This design comes from an exercise in tuning for small area, a short achievable clock period and few clock cycles per item on the open sky130 flow, not from production work.
In this exercise RTL edits were held to simulation tests only and were not proved equivalent to the original.
No activity file was given, so power comes from the tool's default toggle rates.

## flow/design.v (module list and top-level ports; edited modules follow where they fit)
// module macc_fifo: 63 lines
// module macc_front: 59 lines
// module macc_back: 4377 lines
// module macc_fa: 3 lines
// module macc_ha: 3 lines
// module mac_accumulator_coprocessor_top: 77 lines
module mac_accumulator_coprocessor_top #(
    parameter int OUT_DEPTH = macc_pkg::OUT_DEPTH_DEF
) (
    input  logic                clk,
    input  logic                rst_n,
    input  logic                push,
    output logic                full,
    input  logic [145:0]        in_word,
    output logic                empty,
    input  logic                pop,
    output logic [40:0]         out_word
);
  // ...
==> flow/flow/run.sh <==
#!/bin/bash
# Standard layout (standard synthesis included), with timing repair asked to
# keep a setup margin, so that it works on the clock period the design
# achieves rather than stopping at the 10 ns constraint. Every port still
# gets a buffer, of a smaller cell than the default pick.
set -euo pipefail
bash standard.sh "BUFFER_PORTS_ARGS=-buffer_cell sky130_fd_sc_hd__buf_2" SETUP_SLACK_MARGIN=6.75 finish > make_finish.log 2>&1
==> flow/standard.sh <==
#!/bin/bash
# synth_recipe.tcl (not shown) runs the flow's synth.tcl, then flattens the netlist and writes it again
# the make line also repeats each setting of config.mk as NAME=value (left out here)
make -C /OpenROAD-flow-scripts/flow DESIGN_CONFIG=/design/flow/config.mk WORK_HOME=/design/flow/orfs CLKGATE_MAP_FILE= SYNTH_SCRIPT=/design/flow/synth_recipe.tcl "${@:-finish}"
==> flow/config.mk <==
export PLATFORM = sky130hd
export DESIGN_NAME = mac_accumulator_coprocessor_top
export DESIGN_NICKNAME = mac_accumulator_coprocessor_top
export VERILOG_FILES = /design/flow/design.v
export SDC_FILE = /design/flow/constraint.sdc
export NUM_CORES = 4
export LEC_CHECK = 0
export CAP_MARGIN = 20
export CORE_MARGIN = 2
export CORE_UTILIZATION = 55
export SLEW_MARGIN = 20
export SYNTH_HIERARCHICAL = 1
==> flow/constraint.sdc <==
create_clock -name core_clock -period 10.0 [get_ports {clk}]
set_input_delay 2.0000 -clock core_clock [delete_from_list [all_inputs] [get_ports {clk}]]
set_output_delay 2.0000 -clock core_clock [all_outputs]
set_load 0.01 [all_outputs]
==> results by group, run 1 <==
Placement
  – Port bufs: 168
  – Placed Instance Area: 0.0417 mm^2

Synthesis
  – Yosys Warn Count: 10
  – Yosys top cell by area: fa_1
  – Post-synthesis sequential area ratio: 31.7%
  – XOR/XNOR Fraction of Synth Area: less than 1%
  – Post-synth top area share: 40.1%
  – Mapped Avg Cell Area: 11.5 um^2
  – Most frequent cell after synthesis: nand2_1
  – Netlist Area Pre-Place: between 0.04 and 0.05 mm^2

Finish
  – Reg area: between 0.01 and 0.015 mm^2
  – Clock network area share: approximately 4.5%
  – Finished Layout Cells: 4747
  – Seq Cell Count: 534
  – Final #Nets: 4767

Power
  – Pwr Total: 10.8 mW
  – Top power group: combinational logic

Timing
  – Unrepaired setup endpoints after global routing: true
  – Max_slew headroom: between 30% and 40%
  – F_max: 302 MHz
  – Setup ws final: 6690 ps
  – Setup violations, final: 0
  – Final period util: 33.1%

Setup path
  – Worst Path Buf+Inv: 2
  – Largest delay share family, worst path: adder cells
  – Critical Path Start Type: flip-flop
  – Worst path max stage delay: approximately 520 ps
  – CP arrival: 3820 ps

GRT
  – Gr busiest metal: met2
  – Vias in the first global route: 31692
  – GRT met3 Usage: 10.7%

Die
  – Core area: 0.0728 mm^2
  – Number of placement rows: between 90 and 100

Run status
  – Status: finished clean

Route
  – DR vias: 29283
  – # DRC: 0
  – DRT Wirelength: 141 mm
  – Initial DRC count: 3838

Clock network
  – Post-cts resize count: about 180
  – Clk root buf: clkbuf_16
  – Worst-path clk slew: 60 ps
  – CTS tree: done
Testbench counts, summed over its fixed seeds: cycles 24,024, items 24,000.
==> run 2: changes to the inputs <==
==> flow/flow/run.sh (replaced) <==
#!/bin/bash
# Standard layout (standard synthesis included), with timing repair asked to
# keep a setup margin, so that it works on the clock period the design
# achieves rather than stopping at the 10 ns constraint.
set -euo pipefail
bash standard.sh SETUP_SLACK_MARGIN=6.75 finish > make_finish.log 2>&1
==> run 2 against run 1 <==
Against the previous run: total power fell by 0.36%; flip-flop and latch count did not move; hold slack improved by 5.4 ps; still clean; largest power group unchanged; maximum frequency grew 0.60%; critical path depth fell by 7; cell area increased by 0.81%; sequential power hardly changed; first-iteration DRC count shrank 21%; clock-buffer cell count grew 12; via count increased by 0.23%.
==> results by group, run 2 <==
Clock network
  – Clk sinks: ~530
  – Clock Latency Late Sink: 660 ps
  – Worst-path clk slew: 60 ps (about the same)
  – CTS max path bufs: 3
  – Cts bufs inserted: 60
  – CTS tree: done
  – CTS Hold Bufs: 0
  – Clk root buf: clkbuf_16
  – H-tree Lvls: 2

Synthesis
  – Yosys top cell by area: fa_1
  – Netlist Area Pre-Place: 0.0404 mm^2 (unchanged)
  – Count of state elements after synthesis: approximately 530
  – Dominant cells by area after synthesis: fa_1 40%, dfxtp_1 14%, edfxtp_1 12%
  – Most frequent cell after synthesis: nand2_1
  – Top FF cell, synth: dfxtp_1
  – Async SR Flop Fraction: between 10% and 20%
  – Post-synth top area share: 40.1% (unchanged)
  – Post-synthesis sequential area ratio: 31.7% (unchanged)
  – Synth top cells by count: 846 x nand2_1, 808 x fa_1, 276 x dfxtp_1
  – Yosys Warn Count: 10 (unchanged)
  – Mapped Avg Cell Area: 11.5 um^2 (unchanged)
  – Count of different cell masters after synthesis: 78
  – Number of synthesized flops with an enable pin: approximately 160
  – Mapped Cells: 3513

Finish
  – Share of layout cells above drive strength 1: 16.0%
  – Finished Layout Cells: 4735 (-0.25%)
  – Commonest cells after routing, fill and taps aside: 846 x nand2_1, 752 x fa_1, 197 x dfxtp_1
  – Flip-flop count of the largest register after layout: 177
  – Commonest non-fill, non-tap cell in the layout: nand2_1
  – Area Growth Syn to Fin: 17.8%
  – Filler instances: 5482
  – Core Util, Final: around two thirds
  – Final #Nets: 4759 (-0.17%)

Placement
  – Placed insts: 4441
  – Port bufs: 168 (unchanged)
  – GP Congestion: 0.925
  – HPWL after detailed placement: 87.8 mm

Setup path
  – Largest delay share family, worst path: flip-flops
  – Critical path class: flip-flop to output pin
  – Largest fanout on the critical path: 2
  – CP required: roughly 8000 ps
  – Critical Path Start Type: flip-flop
  – Crit-path cells: buf_6
  – Slowest stage cell on the critical path: dfstp_2
  – Critical Path End Type: output pin
  – CP arrival: 1290 ps (-2530 ps)
  – Worst path max stage delay: 540 ps (+20 ps)
  – Worst Path Buf+Inv: 1 (-1)

GRT
  – GRT met3 Usage: 11.7% (+1.0 points)
  – First-pass GRT wire length: approximately 200 mm
  – Met2 Resource Use GR: between 50% and 60%
  – GR Util All Layers: between 30 and 40%
  – Gr busiest metal: met2
  – Largest net degree at the start of global routing: just over 90
  – Met1 usage: 44.2%
  – Vias in the first global route: 31701 (+0.028%)
  – Total gr overflow: 0
  – Initial antenna violation count: 4

Die
  – Die Ht: 275 um
  – Io pins: 193
  – Die width: between 200 and 300 um
  – Initial Util: 55.4%
  – Die area: between 0.07 and 0.08 mm^2
  – Core area: 0.0728 mm^2 (unchanged)
  – Number of placement rows: 99 (unchanged)

Timing
  – Final period util: 32.9% (-0.20 points)
  – Setup violations, final: 0 (unchanged)
  – Final setup TNS: 0 ps
  – F_max: 304 MHz (+0.60%)
  – Hold violation total from the final report: 0
  – Crit path time final: 3290 ps
  – Final Max Tran Viols: 0
  – Max_slew headroom: 32.7% (+1.9 points)
  – Unrepaired setup endpoints after global routing: true
  – Worst hold slack: 455 ps
  – Actual slew at the worst max-slew pin: 1010 ps
  – Clk_skew: 24.1 ps

Power
  – Comb pwr share: 48.9%
  – Pwr dens: ~230 mW/mm^2
  – Clock power share: between 20% and 30%
  – P_int: 6.24 mW
  – Pwr Total: 10.8 mW (-0.36%)
  – LEAKAGE: 16.7 nW
  – Flop pwr share: a little under a third
  – Psw: 4.52 mW
  – Maximum vdd drop: 224 uV
  – Switching Fraction: 42.0%

Route
  – Final ANT Viol Nets: 0
  – Initial DRC count: 3048 (-21%)
  – # DRC: 0 (unchanged)
  – WL/cell: 29.9 um
  – DR vias: 29350 (+0.23%)
  – DRT Pass-1 Iters: 6
  – Via/cell ratio: 6.20
  – DRT Wirelength: 142 mm (+0.17%)

Hold path
  – Worst Hold Class: flip-flop to flip-flop

Flow run
  – Max cap viols: 0

Run status
  – Status: finished clean
[run 2: cell counts after synthesis]
Identical to the previous run, type by type.
[run 2: Yosys stat by module (local to each module, per instance), a selection]
module,cells,area (um^2),times used
macc_back,2032,15700,1
macc_front,215,1340,1
mac_accumulator_coprocessor_top,18,211,1
macc_fa,1,20.0,807
macc_ha,1,12.5,1
[run 2: layer usage]
metal	part of all wire, %	vias up
met2	45	2213
met4	8.8	8
met1	34	14743
li1	-	11647
met5	0.089	-
met3	12	739
[run 2: layout make-up]
cell class / count / area [um^2] / share of cell area [%]
Inverter: 183 / 696 / 1.46
Multi-Input combinational cell: 2571 / 26300 / 55.3
Sequential cell: 534 / 13100 / 27.5
Tap cell: 959 / 1200 / 2.52
Clock inverter: 32 / 285 / 0.600
Antenna cell: 3 / 7.51 / 0.0158
Timing Repair Buffer: 373 / 4270 / 8.98
Clock buffer: 80 / 1710 / 3.59
[run 2: repair_timing]
item / in CTS / in global routing
setup endpoints to repair: 308 / 160
gates cloned: 1 / 9
buffers inserted: 94 / 75
gates resized for setup: 346 / 114
pin swaps: 3 / 23
[run 2: stage by stage]
stage               setup WS [ps]  area (um^2)
floorplan                    6760        40400
global placement             5830        42500
detailed placement           5820        42500
CTS                          6680        46200
global route                 6680        47600
finish                       6710        47600
[run 2: path summary, 6_finish.rpt]
kind / startpoint / to / slack, ps / cells after the start
worst max-delay path: u_out_q.empty_reg / empty / 6710 / 1
worst min-delay path: u_back.s0_valid_reg / u_back.s1_valid_reg / 450 / 0
worst max register to register: u_back.s0_b_reg[6] / u_back.s1_cut_reg[92] / 6720 / 7
worst min register to register: u_back.s0_valid_reg / u_back.s1_valid_reg / 450 / 0
max in group asynchronous: rst_n / u_back.acc_s_reg[36] / 7520 / 2
min in group asynchronous: rst_n / out_lvl_reg[3] / 1330 / 1
[run 2: cell families (layout without fill, tap and decap cells)]
family | Yosys count | count (layout) | synth area share, %
AND/OR/NAND/NOR | 1216 | 1216 | 13.5
adder cells (fa/ha/maj) | 886 | 886 | 42.5
flip-flops | 534 | 534 | 31.7
AO/OA/AOI/OAI | 420 | 420 | 7.04
buffers and inverters | 409 | 668 | 4.12
multiplexers | 26 | 26 | 0.676
XOR/XNOR | 21 | 21 | 0.456
other | 1 | 5 | 0.00929
[run 2: power by group through the flow]
stage               Sequential (mW)  Combinational, mW  Clock (mW)
detailed placement             3.40               4.86           0
global route                   3.32               5.62        2.34
finish                         3.26               5.26        2.23
CTS                            3.28               5.02        2.25
floorplan                      3.17               2.69           0
global placement               3.39               4.77           0

==> re-timing with driven ports <==
How much do the figures lean on ideal ports? The routed layouts below were timed once more, with nothing changed but the port constraints.
Step 1, drivers: a clkbuf_16 drives clk and a buf_2 each remaining input, both assumed.
Step 2 adds t to the input delays and takes it off the output delays; t is the mean of the earliest and latest rising clock arrival at the registers after step 1. Input paths then give back, and output paths get back, about the clock's delay inside the block.
Slacks: no drivers / after step 1 / after step 2; pairs: no drivers / after step 1.
| run | shift t [ns] | slack for setup (ns) | worst hold slack (ns) | worst setup path after step 2 | pins driven straight from the clock port |
|---|---|---|---|---|---|
| run 1 | 0.703 | 6.693 / 6.670 / 6.272 | 0.449 / 0.449 / 0.449 | input to register | 1 |
| run 2 | 0.717 | 6.712 / 6.646 / 6.097 | 0.455 / 0.455 / 0.455 | input to register | 1 |
After both steps setup and hold are still met in every run listed. For run 2, which loses most, drivers alone change the setup slack by -0.066 ns; drivers and shift together by -0.615 ns.
